This is an optimization exercise on Yosys and OpenROAD, whose aim is small area, a short achievable clock period and few clock cycles per item, not a production implementation.
Only simulation tests tie the RTL to the original design; equivalence was not proved.

==> run X: inputs <==
Design sha256d_nonce_scanner, start of the top module:
module sha256d_nonce_scanner (
  input  logic         clk,
  input  logic         rst_n,
  input  logic         start,
  input  logic         abort,
  input  logic [639:0] header,
  input  logic [31:0]  nonce_start,
  input  logic [31:0]  nonce_end,
  input  logic [255:0] target,
  output logic         busy,
  output logic         done,
  output logic         found,
  output logic [31:0]  found_nonce,
  output logic [255:0] found_hash,
  output logic [31:0]  cur_nonce
);
clock: 11.0 ns
lec_check: 0
cap_margin: 20
core_margin: 2
core_utilization: 40
cts_buf_list: sky130_fd_sc_hd__clkbuf_8
slew_margin: 20
standard.sh (not shown) runs the stock make flow with config.mk's settings and CLKGATE_MAP_FILE= SYNTH_SCRIPT=/design/flow/synth_recipe.tcl, a recipe that flattens the netlist after the stock synthesis.
==> flow/flow/run.sh <==
#!/bin/bash
set -uo pipefail
export BUFFER_PORTS_ARGS="-buffer_cell sky130_fd_sc_hd__buf_1"
export SETUP_SLACK_MARGIN=6
for step in synth floorplan place cts route finish; do
  if ! bash standard.sh "$step" > "$step.log" 2>&1; then
    tail -n 40 "$step.log"
    exit 1
  fi
done
test -s out/final.def
==> inputs of run D, as changes to run X <==
--- a/flow/design.v
+++ b/flow/design.v
@@ -86,57 +86,52 @@
   assign w1  = w_q[32*1 +: 32];
   assign w9  = w_q[32*9 +: 32];
   assign w14 = w_q[32*14 +: 32];
   assign sx1 = csa_s(w0, w9, ssig0(w1));
   assign sy1 = csa_c(w0, w9, ssig0(w1));
   assign sx2 = csa_s(sx1, sy1, ssig1(w14));
   assign sy2 = csa_c(sx1, sy1, ssig1(w14));
   assign w_new = sx2 + sy2;
-  logic f_gate_q, f_cvmid_q, f_round_q, f_hy0_q, f_67b1_q, f_67b2_q, f_68_q, f_69_q, f_inj_q;
+  logic f_round_q, f_hy0_q, f_67b1_q, f_67b2_q, f_68_q, f_inj_q;
   logic [3:0] f_sel_q;      
-  logic [3:0] f_csel_q;     
   logic [3:0] jj_q;         
   logic [31:0] k_q;         
   logic [255:0] cv;
   logic [31:0]  cva, cve, a_add, e_add;
-  assign cv = f_cvmid_q ? mid_q : IV;
+  assign cv = (blk_q == B_2) ? mid_q : IV;
   always_comb begin
     cva = '0;
     cve = '0;
     for (int i = 0; i < 4; i++) begin
       cva = cva | ({32{f_sel_q[i]}} & cv[32*(3-i) +: 32]);
       cve = cve | ({32{f_sel_q[i]}} & cv[32*(7-i) +: 32]);
     end
   end
-  assign a_add = (f_gate_q ? 32'h0 : d_q) + cva;
-  assign e_add = (f_gate_q ? 32'h0 : hkw_q) + cve;
+  assign a_add = d_q + cva;
+  assign e_add = hkw_q + cve;
   logic [31:0] t_hi, t_lo, v_hi, v_lo;
   always_comb begin
     t_hi = '0;
     t_lo = '0;
     for (int i = 0; i < 4; i++) begin
-      t_hi = t_hi | ({32{f_csel_q[i]}} & target[32*(7-i) +: 32]);
-      t_lo = t_lo | ({32{f_csel_q[i]}} & target[32*(3-i) +: 32]);
+      t_hi = t_hi | ({32{f_sel_q[i]}} & target[32*(7-i) +: 32]);
+      t_lo = t_lo | ({32{f_sel_q[i]}} & target[32*(3-i) +: 32]);
     end
   end
-  assign v_hi = bswap32(e_q);
-  assign v_lo = bswap32(a_q);
-  logic first_cmp, hit, h_lt, h_eq, l_lt, l_eq;
-  assign first_cmp = f_csel_q[0];
-  assign h_lt = (v_hi < t_hi);
-  assign h_eq = (v_hi == t_hi);
-  assign l_lt = (v_lo < t_lo);
-  assign l_eq = (v_lo == t_lo);
+  assign v_hi = bswap32(e_add);
+  assign v_lo = bswap32(a_add);
+  logic first_cmp, hit;
+  assign first_cmp = f_sel_q[0];
   logic hi_lt_d, hi_eq_d, lo_lt_d, lo_eq_d;
-  assign hi_lt_d = (first_cmp ? 1'b0 : hi_lt_q) | ((first_cmp | hi_eq_q) & h_lt);
-  assign hi_eq_d = (first_cmp | hi_eq_q) & h_eq;
-  assign lo_lt_d = (first_cmp ? 1'b0 : lo_lt_q) | ((first_cmp | lo_eq_q) & l_lt);
-  assign lo_eq_d = (first_cmp | lo_eq_q) & l_eq;
-  assign hit = hi_lt_d | (hi_eq_d & (lo_lt_d | lo_eq_d));
+  assign hi_lt_d = (first_cmp ? 1'b0 : hi_lt_q) | ((first_cmp | hi_eq_q) & (v_hi < t_hi));
+  assign hi_eq_d = (first_cmp | hi_eq_q) & (v_hi == t_hi);
+  assign lo_lt_d = (first_cmp ? 1'b0 : lo_lt_q) | ((first_cmp | lo_eq_q) & (v_lo < t_lo));
+  assign lo_eq_d = (first_cmp | lo_eq_q) & (v_lo == t_lo);
+  assign hit = hi_lt_q | (hi_eq_q & (lo_lt_q | lo_eq_q));
   logic [31:0] inj;
   logic [31:0] n_next;
   assign n_next = (blk_q == B_3) ? nonce_q + 32'd1 : nonce_q;
   always_comb begin
     inj = 32'h0;
     if (blk_q == B_2) begin
       if (jj_q == 4'd8)  inj = 32'h80000000;
       if (jj_q == 4'd15) inj = 32'h00000100;
@@ -154,56 +149,59 @@
   end
   logic [31:0] hx, hy, hkw_sum;
   logic        stop;    
   assign stop = hit | last_q;
   always_comb begin
     hx = g_q;
     if (phase_q == P_PRE) hx = 32'h0;
     if (f_67b2_q)         hx = d_q;
-    if (f_69_q)           hx = mid_q[32*7 +: 32];
-    hy = f_hy0_q ? 32'h0 : (f_67b2_q ? mid_q[31:0] : w1);
+    if (f_68_q)           hx = mid_q[32*7 +: 32];
+    hy = f_hy0_q ? 32'h0 : (f_67b2_q ? cva : w1);
   end
   logic [31:0] hkx, hky;
   assign hkx = csa_s(hx, hy, k_q);
   assign hky = csa_c(hx, hy, k_q);
   assign hkw_sum = hkx + hky;
   logic [1:0]   phase_d, blk_d;
   logic [6:0]   c_d;
   logic         done_d, found_d;
   logic [31:0]  nonce_d;
   logic [255:0] st_d;       
+  logic         st_en;
   logic [511:0] w_d;
   logic [255:0] mid_d;
   logic         mid_en;
   logic         accept;
   assign accept = (phase_q == P_IDLE) && start && !abort;
   always_comb begin
     phase_d = phase_q;
     blk_d   = blk_q;
     c_d     = c_q + 7'd1;
     done_d  = 1'b0;
     found_d = found_q;
     nonce_d = nonce_q;
+    st_en   = 1'b1;
     st_d    = {hkw_sum, f_q, e_q, e_add, c2_q, b_q, a_q, a_add};           
     w_d     = {(f_inj_q ? inj : w_new), w_q[511:32]};
     mid_d   = {g_q, f_q, e_q, e_add, c2_q, b_q, a_q, a_add};
     mid_en  = 1'b0;
     case (phase_q)
       P_IDLE: begin
+        st_en = 1'b0;
         for (int j = 1; j < 16; j++) w_d[32*j +: 32] = hw(j - 1);
         if (accept) begin
           phase_d = P_PRE;
           nonce_d = nonce_start;
           found_d = 1'b0;
         end
       end
       P_PRE: begin
-        st_d    = {hkw_sum, IV[32*6 +: 32], IV[32*5 +: 32], e_add, IV[32*3 +: 32],
-                   IV[32*2 +: 32], IV[32*1 +: 32], a_add};
+        st_d    = {hkw_sum, IV[32*6 +: 32], IV[32*5 +: 32], IV[32*4 +: 32], IV[32*3 +: 32],
+                   IV[32*2 +: 32], IV[32*1 +: 32], IV[32*0 +: 32]};
         w_d[32*15 +: 32] = hw(15);
         c_d     = '0;
         blk_d   = B_1;
         phase_d = P_RUN;
       end
       default: begin
         if (f_round_q) begin
           st_d = {hkw_sum, f_q, e_q, e_n, c2_q, b_q, a_q, a_n};
@@ -213,51 +211,47 @@
           blk_d  = B_2;
         end else if (f_67b2_q) begin
           st_d = {hkw_sum, IV[32*6 +: 32], IV[32*5 +: 32], IV[32*4 +: 32], IV[32*3 +: 32],
                   IV[32*2 +: 32], IV[32*1 +: 32], IV[32*0 +: 32]};
           w_d[255:0] = {g_q, f_q, e_q, e_add, c2_q, b_q, a_q, a_add};
           c_d   = '0;
           blk_d = B_3;
         end else if (f_68_q) begin
-          mid_en = hit;
           if (stop) begin
+            st_en   = 1'b0;
             done_d  = 1'b1;
             found_d = hit;
             phase_d = P_IDLE;
+          end else begin
+            st_d    = {hkw_sum, mid_q[223:0]};
+            nonce_d = nonce_q + 32'd1;
+            c_d     = '0;
+            blk_d   = B_2;
           end
-        end else if (f_69_q) begin
-          st_d    = {hkw_sum, mid_q[32*6 +: 32], mid_q[32*5 +: 32], e_add, mid_q[32*3 +: 32],
-                     mid_q[32*2 +: 32], mid_q[32*1 +: 32], a_add};
-          nonce_d = nonce_q + 32'd1;
-          c_d     = '0;
-          blk_d   = B_2;
         end
       end
     endcase
     if (abort) begin
       phase_d = P_IDLE;
       done_d  = 1'b0;
     end
   end
-  logic       nf_round, nf_hy0, nf_67b1, nf_67b2, nf_68, nf_69, nf_inj;
+  logic       nf_round, nf_hy0, nf_67b1, nf_67b2, nf_68, nf_inj;
   logic [3:0] nf_sel, njj;
   logic [31:0] k_d;
-  logic run_d;    
-  assign run_d = (phase_q == P_PRE) || (phase_q == P_RUN);
   always_comb begin
-    nf_round = run_d && (c_d < 7'd64);
-    nf_hy0   = run_d && ((c_d >= 7'd63 && c_d <= 7'd66) || (c_d == 7'd67 && blk_d == B_3));
-    nf_67b1  = run_d && (c_d == 7'd67) && (blk_d == B_1);
-    nf_67b2  = run_d && (c_d == 7'd67) && (blk_d == B_2);
-    nf_68    = run_d && (c_d == 7'd68);
-    nf_69    = run_d && (c_d == 7'd69);
-    nf_inj   = (c_d >= ((blk_d == B_3) ? 7'd54 : 7'd52));
-    njj      = c_d[3:0] - ((blk_d == B_3) ? 4'd6 : 4'd4);
-    nf_sel   = ((phase_d == P_PRE) || nf_69) ? 4'b1000 : nf_68 ? 4'b0000 : (4'b0001 << c_d[1:0]);
+    nf_round = (phase_d == P_RUN) && (c_d < 7'd64);
+    nf_hy0   = (phase_d == P_RUN) && ((c_d >= 7'd63 && c_d <= 7'd66) || (c_d == 7'd67 && blk_d == B_3));
+    nf_67b1  = (phase_d == P_RUN) && (c_d == 7'd67) && (blk_d == B_1);
+    nf_67b2  = (phase_d == P_RUN) && (c_d == 7'd67) && (blk_d == B_2);
+    nf_68    = (phase_d == P_RUN) && (c_d == 7'd68);
+    nf_inj   = (c_d >= ((blk_d == B_3) ? 7'd53 : 7'd52));
+    njj      = c_d[3:0] - ((blk_d == B_3) ? 4'd5 : 4'd4);
+    nf_sel   = 4'b0001 << c_d[1:0];
     k_d = 32'h0;
     case (c_d[5:0])
       6'd0: k_d = K[2047 - 32*1 -: 32];
       6'd1: k_d = K[2047 - 32*2 -: 32];
       6'd2: k_d = K[2047 - 32*3 -: 32];
       6'd3: k_d = K[2047 - 32*4 -: 32];
       6'd4: k_d = K[2047 - 32*5 -: 32];
       6'd5: k_d = K[2047 - 32*6 -: 32];
@@ -316,17 +310,17 @@
       6'd58: k_d = K[2047 - 32*59 -: 32];
       6'd59: k_d = K[2047 - 32*60 -: 32];
       6'd60: k_d = K[2047 - 32*61 -: 32];
       6'd61: k_d = K[2047 - 32*62 -: 32];
       6'd62: k_d = K[2047 - 32*63 -: 32];
       default: k_d = 32'h0;
     endcase
     if (c_d[6]) k_d = 32'h0;
-    if (nf_67b1 || nf_69) k_d = K0;
+    if (nf_67b1 || nf_68) k_d = K0;
     if (nf_67b2) k_d = IV7 + K0;
     if (phase_d == P_PRE) k_d = IV7 + K0;
   end
   always_ff @(posedge clk or negedge rst_n) begin
     if (!rst_n) begin
       phase_q <= P_IDLE;
       done_q  <= 1'b0;
       found_q <= 1'b0;
@@ -336,38 +330,33 @@
       done_q  <= done_d;
       found_q <= found_d;
       nonce_q <= nonce_d;
     end
   end
   always_ff @(posedge clk) begin
     blk_q   <= blk_d;
     c_q     <= c_d;
-    f_cvmid_q <= run_d && (phase_q != P_PRE) && ((blk_d == B_2) || nf_69);
-    f_gate_q  <= (phase_d == P_PRE) || nf_69;
-    f_csel_q  <= f_sel_q;
     f_round_q <= nf_round;
     f_hy0_q   <= nf_hy0;
     f_67b1_q  <= nf_67b1;
     f_67b2_q  <= nf_67b2;
     f_68_q    <= nf_68;
-    f_69_q    <= nf_69;
     f_inj_q   <= nf_inj;
     f_sel_q   <= nf_sel;
     jj_q      <= njj;
     k_q       <= k_d;
     last_q  <= (nonce_q == nonce_end);
     hi_lt_q <= hi_lt_d;
     hi_eq_q <= hi_eq_d;
     lo_lt_q <= lo_lt_d;
     lo_eq_q <= lo_eq_d;
-    {hkw_q, g_q, f_q, e_q, d_q, c2_q, b_q, a_q} <= st_d;
+    if (st_en) {hkw_q, g_q, f_q, e_q, d_q, c2_q, b_q, a_q} <= st_d;
     w_q     <= w_d;
     if (mid_en) mid_q <= mid_d;
   end
   assign busy        = (phase_q != P_IDLE);
   assign done        = done_q;
   assign found       = found_q;
   assign found_nonce = found_q ? nonce_q : 32'h0;
-  assign found_hash  = found_q ? {mid_q[32*1 +: 32], mid_q[32*2 +: 32], mid_q[32*3 +: 32], mid_q[32*0 +: 32],
-                                   mid_q[32*5 +: 32], mid_q[32*6 +: 32], mid_q[32*7 +: 32], mid_q[32*4 +: 32]} : 256'h0;
+  assign found_hash  = found_q ? {a_q, b_q, c2_q, d_q, e_q, f_q, g_q, hkw_q} : 256'h0;
   assign cur_nonce   = nonce_q;
 endmodule
==> flow/run.sh (new file) <==
#!/bin/bash
# synth_recipe.tcl (not shown) runs the flow's synth.tcl, then flattens the netlist and writes it again
# the make line also repeats each setting of config.mk as NAME=value (left out here)
make -C /OpenROAD-flow-scripts/flow DESIGN_CONFIG=/design/flow/config.mk WORK_HOME=/design/flow/orfs CLKGATE_MAP_FILE= SYNTH_SCRIPT=/design/flow/synth_recipe.tcl finish
==> flow/config.mk (replaced) <==
export PLATFORM = sky130hd
export DESIGN_NAME = sha256d_nonce_scanner
export DESIGN_NICKNAME = sha256d_nonce_scanner
export VERILOG_FILES = /design/flow/design.v
export SDC_FILE = /design/flow/constraint.sdc
export NUM_CORES = 4
export LEC_CHECK = 0
export CAP_MARGIN = 20
export CORE_MARGIN = 2
export CORE_UTILIZATION = 40
export SETUP_SLACK_MARGIN = 5
export SLEW_MARGIN = 20
removed: flow/flow/run.sh
removed: flow/standard.sh
==> inputs of run M, as changes to run X <==
--- a/flow/design.v
+++ b/flow/design.v
@@ -61,42 +61,50 @@
   logic [31:0]  nonce_q;
   logic         hi_lt_q, hi_eq_q, lo_lt_q, lo_eq_q;
   logic [31:0]  a_q, b_q, c2_q, d_q, e_q, f_q, g_q, hkw_q;
   logic [511:0] w_q;      
   logic [255:0] mid_q;    
   function automatic logic [31:0] hw(input int j);
     hw = header[639 - 32*j -: 32];
   endfunction
-  logic [31:0] s0, s1, ch, mj, x1, y1, x2, y2, x3, y3, xe, ye, a_n, e_n;
-  assign s0 = bsig0(a_q);
-  assign s1 = bsig1(e_q);
-  assign ch = (e_q & f_q) ^ (~e_q & g_q);
-  assign mj = (a_q & b_q) ^ (a_q & c2_q) ^ (b_q & c2_q);
-  assign x1 = csa_s(hkw_q, s1, ch);
-  assign y1 = csa_c(hkw_q, s1, ch);
-  assign xe = csa_s(x1, y1, d_q);
-  assign ye = csa_c(x1, y1, d_q);
-  assign e_n = xe + ye;
-  assign x2 = csa_s(x1, y1, s0);
-  assign y2 = csa_c(x1, y1, s0);
-  assign x3 = csa_s(x2, y2, mj);
-  assign y3 = csa_c(x2, y2, mj);
+  logic [31:0] s0, s1, ch, mj, x1, y1, x2, y2, x3, y3, xe1, ye1, xe, ye, a_n, e_n;
+  logic [31:0] hf, hg, hdf, hdg;
+  assign s0  = bsig0(a_q);
+  assign s1  = bsig1(e_q);
+  assign ch  = (e_q & f_q) | (~e_q & g_q);
+  assign mj  = (a_q & (b_q | c2_q)) | (~a_q & (b_q & c2_q));
+  assign hf  = hkw_q ^ f_q;
+  assign hg  = hkw_q ^ g_q;
+  assign hdf = hf ^ d_q;
+  assign hdg = hg ^ d_q;
+  assign x1  = ((e_q & hf) | (~e_q & hg)) ^ mj;
+  assign y1  = {((hkw_q[30:0] & ch[30:0]) | (hkw_q[30:0] & mj[30:0]) | (ch[30:0] & mj[30:0])), 1'b0};
+  assign xe1 = (e_q & hdf) | (~e_q & hdg);
+  assign ye1 = {((hkw_q[30:0] & ch[30:0]) | (hkw_q[30:0] & d_q[30:0]) | (ch[30:0] & d_q[30:0])), 1'b0};
+  assign x2 = csa_s(x1, y1, s1);
+  assign y2 = csa_c(x1, y1, s1);
+  assign x3 = csa_s(x2, y2, s0);
+  assign y3 = csa_c(x2, y2, s0);
   assign a_n = x3 + y3;
+  assign xe = csa_s(xe1, ye1, s1);
+  assign ye = csa_c(xe1, ye1, s1);
+  assign e_n = xe + ye;
   logic [31:0] w0, w1, w9, w14, sx1, sy1, sx2, sy2, w_new;
   assign w0  = w_q[32*0 +: 32];
   assign w1  = w_q[32*1 +: 32];
   assign w9  = w_q[32*9 +: 32];
   assign w14 = w_q[32*14 +: 32];
   assign sx1 = csa_s(w0, w9, ssig0(w1));
   assign sy1 = csa_c(w0, w9, ssig0(w1));
   assign sx2 = csa_s(sx1, sy1, ssig1(w14));
   assign sy2 = csa_c(sx1, sy1, ssig1(w14));
   assign w_new = sx2 + sy2;
-  logic f_gate_q, f_cvmid_q, f_round_q, f_hy0_q, f_67b1_q, f_67b2_q, f_68_q, f_69_q, f_inj_q;
+  logic f_pre_q, f_gate_q, f_cvmid_q, f_round_q, f_hy0_q, f_67b1_q, f_67b2_q, f_68_q, f_69_q, f_inj_q;
+  logic hit_q, stop_q;      
   logic [3:0] f_sel_q;      
   logic [3:0] f_csel_q;     
   logic [3:0] jj_q;         
   logic [31:0] k_q;         
   logic [255:0] cv;
   logic [31:0]  cva, cve, a_add, e_add;
   assign cv = f_cvmid_q ? mid_q : IV;
   always_comb begin
@@ -152,17 +160,17 @@
       endcase
     end
   end
   logic [31:0] hx, hy, hkw_sum;
   logic        stop;    
   assign stop = hit | last_q;
   always_comb begin
     hx = g_q;
-    if (phase_q == P_PRE) hx = 32'h0;
+    if (f_pre_q)          hx = 32'h0;
     if (f_67b2_q)         hx = d_q;
     if (f_69_q)           hx = mid_q[32*7 +: 32];
     hy = f_hy0_q ? 32'h0 : (f_67b2_q ? mid_q[31:0] : w1);
   end
   logic [31:0] hkx, hky;
   assign hkx = csa_s(hx, hy, k_q);
   assign hky = csa_c(hx, hy, k_q);
   assign hkw_sum = hkx + hky;
@@ -212,27 +220,26 @@
           c_d    = '0;
           blk_d  = B_2;
         end else if (f_67b2_q) begin
           st_d = {hkw_sum, IV[32*6 +: 32], IV[32*5 +: 32], IV[32*4 +: 32], IV[32*3 +: 32],
                   IV[32*2 +: 32], IV[32*1 +: 32], IV[32*0 +: 32]};
           w_d[255:0] = {g_q, f_q, e_q, e_add, c2_q, b_q, a_q, a_add};
           c_d   = '0;
           blk_d = B_3;
-        end else if (f_68_q) begin
-          mid_en = hit;
-          if (stop) begin
+        end else if (f_69_q) begin
+          mid_en = hit_q;
+          if (stop_q) begin
             done_d  = 1'b1;
-            found_d = hit;
+            found_d = hit_q;
             phase_d = P_IDLE;
           end
-        end else if (f_69_q) begin
           st_d    = {hkw_sum, mid_q[32*6 +: 32], mid_q[32*5 +: 32], e_add, mid_q[32*3 +: 32],
                      mid_q[32*2 +: 32], mid_q[32*1 +: 32], a_add};
-          nonce_d = nonce_q + 32'd1;
+          nonce_d = stop_q ? nonce_q : nonce_q + 32'd1;
           c_d     = '0;
           blk_d   = B_2;
         end
       end
     endcase
     if (abort) begin
       phase_d = P_IDLE;
       done_d  = 1'b0;
@@ -240,24 +247,24 @@
   end
   logic       nf_round, nf_hy0, nf_67b1, nf_67b2, nf_68, nf_69, nf_inj;
   logic [3:0] nf_sel, njj;
   logic [31:0] k_d;
   logic run_d;    
   assign run_d = (phase_q == P_PRE) || (phase_q == P_RUN);
   always_comb begin
     nf_round = run_d && (c_d < 7'd64);
-    nf_hy0   = run_d && ((c_d >= 7'd63 && c_d <= 7'd66) || (c_d == 7'd67 && blk_d == B_3));
+    nf_hy0   = run_d && ((c_d >= 7'd63 && c_d <= 7'd66) || ((c_d == 7'd67 || c_d == 7'd68) && blk_d == B_3));
     nf_67b1  = run_d && (c_d == 7'd67) && (blk_d == B_1);
     nf_67b2  = run_d && (c_d == 7'd67) && (blk_d == B_2);
     nf_68    = run_d && (c_d == 7'd68);
     nf_69    = run_d && (c_d == 7'd69);
     nf_inj   = (c_d >= ((blk_d == B_3) ? 7'd54 : 7'd52));
     njj      = c_d[3:0] - ((blk_d == B_3) ? 4'd6 : 4'd4);
-    nf_sel   = ((phase_d == P_PRE) || nf_69) ? 4'b1000 : nf_68 ? 4'b0000 : (4'b0001 << c_d[1:0]);
+    nf_sel   = ((phase_d == P_PRE) || (nf_69 && !stop)) ? 4'b1000 : (nf_68 || nf_69) ? 4'b0000 : (4'b0001 << c_d[1:0]);
     k_d = 32'h0;
     case (c_d[5:0])
       6'd0: k_d = K[2047 - 32*1 -: 32];
       6'd1: k_d = K[2047 - 32*2 -: 32];
       6'd2: k_d = K[2047 - 32*3 -: 32];
       6'd3: k_d = K[2047 - 32*4 -: 32];
       6'd4: k_d = K[2047 - 32*5 -: 32];
       6'd5: k_d = K[2047 - 32*6 -: 32];
@@ -336,18 +343,21 @@
       done_q  <= done_d;
       found_q <= found_d;
       nonce_q <= nonce_d;
     end
   end
   always_ff @(posedge clk) begin
     blk_q   <= blk_d;
     c_q     <= c_d;
-    f_cvmid_q <= run_d && (phase_q != P_PRE) && ((blk_d == B_2) || nf_69);
-    f_gate_q  <= (phase_d == P_PRE) || nf_69;
+    f_cvmid_q <= run_d && (phase_q != P_PRE) && ((blk_d == B_2) || (nf_69 && !stop));
+    f_gate_q  <= (phase_d == P_PRE) || (nf_69 && !stop);
+    f_pre_q   <= (phase_d == P_PRE);
+    hit_q     <= hit;
+    stop_q    <= stop;
     f_csel_q  <= f_sel_q;
     f_round_q <= nf_round;
     f_hy0_q   <= nf_hy0;
     f_67b1_q  <= nf_67b1;
     f_67b2_q  <= nf_67b2;
     f_68_q    <= nf_68;
     f_69_q    <= nf_69;
     f_inj_q   <= nf_inj;
@@ -362,12 +372,12 @@
     {hkw_q, g_q, f_q, e_q, d_q, c2_q, b_q, a_q} <= st_d;
     w_q     <= w_d;
     if (mid_en) mid_q <= mid_d;
   end
   assign busy        = (phase_q != P_IDLE);
   assign done        = done_q;
   assign found       = found_q;
   assign found_nonce = found_q ? nonce_q : 32'h0;
-  assign found_hash  = found_q ? {mid_q[32*1 +: 32], mid_q[32*2 +: 32], mid_q[32*3 +: 32], mid_q[32*0 +: 32],
-                                   mid_q[32*5 +: 32], mid_q[32*6 +: 32], mid_q[32*7 +: 32], mid_q[32*4 +: 32]} : 256'h0;
+  assign found_hash  = found_q ? {mid_q[32*2 +: 32], mid_q[32*3 +: 32], mid_q[32*0 +: 32], mid_q[32*1 +: 32],
+                                   mid_q[32*6 +: 32], mid_q[32*7 +: 32], mid_q[32*4 +: 32], mid_q[32*5 +: 32]} : 256'h0;
   assign cur_nonce   = nonce_q;
 endmodule
==> flow/flow/run.sh (replaced) <==
#!/bin/bash
set -uo pipefail
export BUFFER_PORTS_ARGS="-buffer_cell sky130_fd_sc_hd__buf_1"
export SETUP_SLACK_MARGIN=6.5
for step in synth floorplan place cts route finish; do
  if ! bash standard.sh "$step" > "$step.log" 2>&1; then
    tail -n 40 "$step.log"
    exit 1
  fi
done
test -s out/final.def
==> qor summary <==
item	run X	run M	run D
Outcome	timing/DRC/antenna clean	timing/DRC/antenna clean	timing/DRC/antenna clean
Area inside the core boundary	0.1672 mm²	0.1674 mm²	0.1719 mm²
Endpoint of the worst hold path	w_q[398]$_DFF_P_	w_q[63]$_DFF_P_	w_q[222]$_DFF_P_
Highest clock rate	0.1941 GHz	0.2102 GHz	0.1649 GHz
Async SR Flop Fraction	0.03197	0.03191	0.03214
Area of the die	0.1719 mm²	0.1720 mm²	0.1768 mm²
Ant diodes	92	36	42
Number of buffers inserted by post-CTS setup repair	17	72	25
Reg-to-reg startpoint	f_sel_q[3]$_SDFF_PP1_	a_q[4]$_DFF_P_	e_q[12]$_DFFE_PP_
Share of layout cells above drive strength 1	0.1336	0.2019	0.06950
Area growth syn-to-layout	19.81%	26.31%	29.90%
Post-route design area	0.08079 mm²	0.08523 mm²	0.09012 mm²
Instance count on the critical path	15	16	20
Number of cells in the design after placement	10040	10220	10730
Average routed wire per standard cell	41.01 µm	37.06 µm	37.27 µm
Estimated wirelength of the detail-placed design	339.5 mm	302.7 mm	319.8 mm
Worst-case setup slack after placement	4.280 ns	5.283 ns	3.487 ns
Cell taking the most area after synthesis	sky130_fd_sc_hd__dfxtp_1	sky130_fd_sc_hd__dfxtp_1	sky130_fd_sc_hd__edfxtp_1
Normalized max-slew margin	0.1928	0.04172	0.1212
Testbench counts of run X, summed over its fixed seeds: cycles 235,290, items 1,545.
Testbench counts of run D, summed over its fixed seeds: cycles 234,065, items 1,545.
Testbench counts of run M, summed over its fixed seeds: cycles 235,610, items 1,545.

==> re-timing with driven ports <==
Ports are ideal in the flow. The routed layouts listed here were re-timed in OpenROAD. Step 1, drivers: a clkbuf_16 drives clk and a buf_2 each remaining input, both assumed. Step 2 adds t to the input delays and takes it off the output delays; t is the mean of the earliest and latest rising clock arrival at the registers after step 1. Input paths then give back, and output paths get back, about the clock's delay inside the block. Three values: ideal ports, drivers, drivers and shift; two values: the first two.
| run | t, ns | setup slack, ns | worst hold slack (ns) | worst register clock-pin slew, ns | worst slew at a driven data input, ns |
|---|---|---|---|---|---|
| run X | 1.054 | 5.848 / 5.848 / 5.035 | 0.441 / 0.441 / 0.441 | 0.08 / 0.08 | 0.28 |
| run D | 0.875 | 4.936 / 4.936 / 4.936 | 0.416 / 0.416 / 0.416 | 0.07 / 0.07 | 0.29 |
| run M | 1.082 | 6.242 / 6.242 / 5.614 | 0.439 / 0.439 / 0.439 | 0.08 / 0.08 | 0.22 |
After both steps every run listed still meets setup and hold. For run X, which loses most, drivers alone change the setup slack by 0.000 ns; drivers and shift together by -0.813 ns.
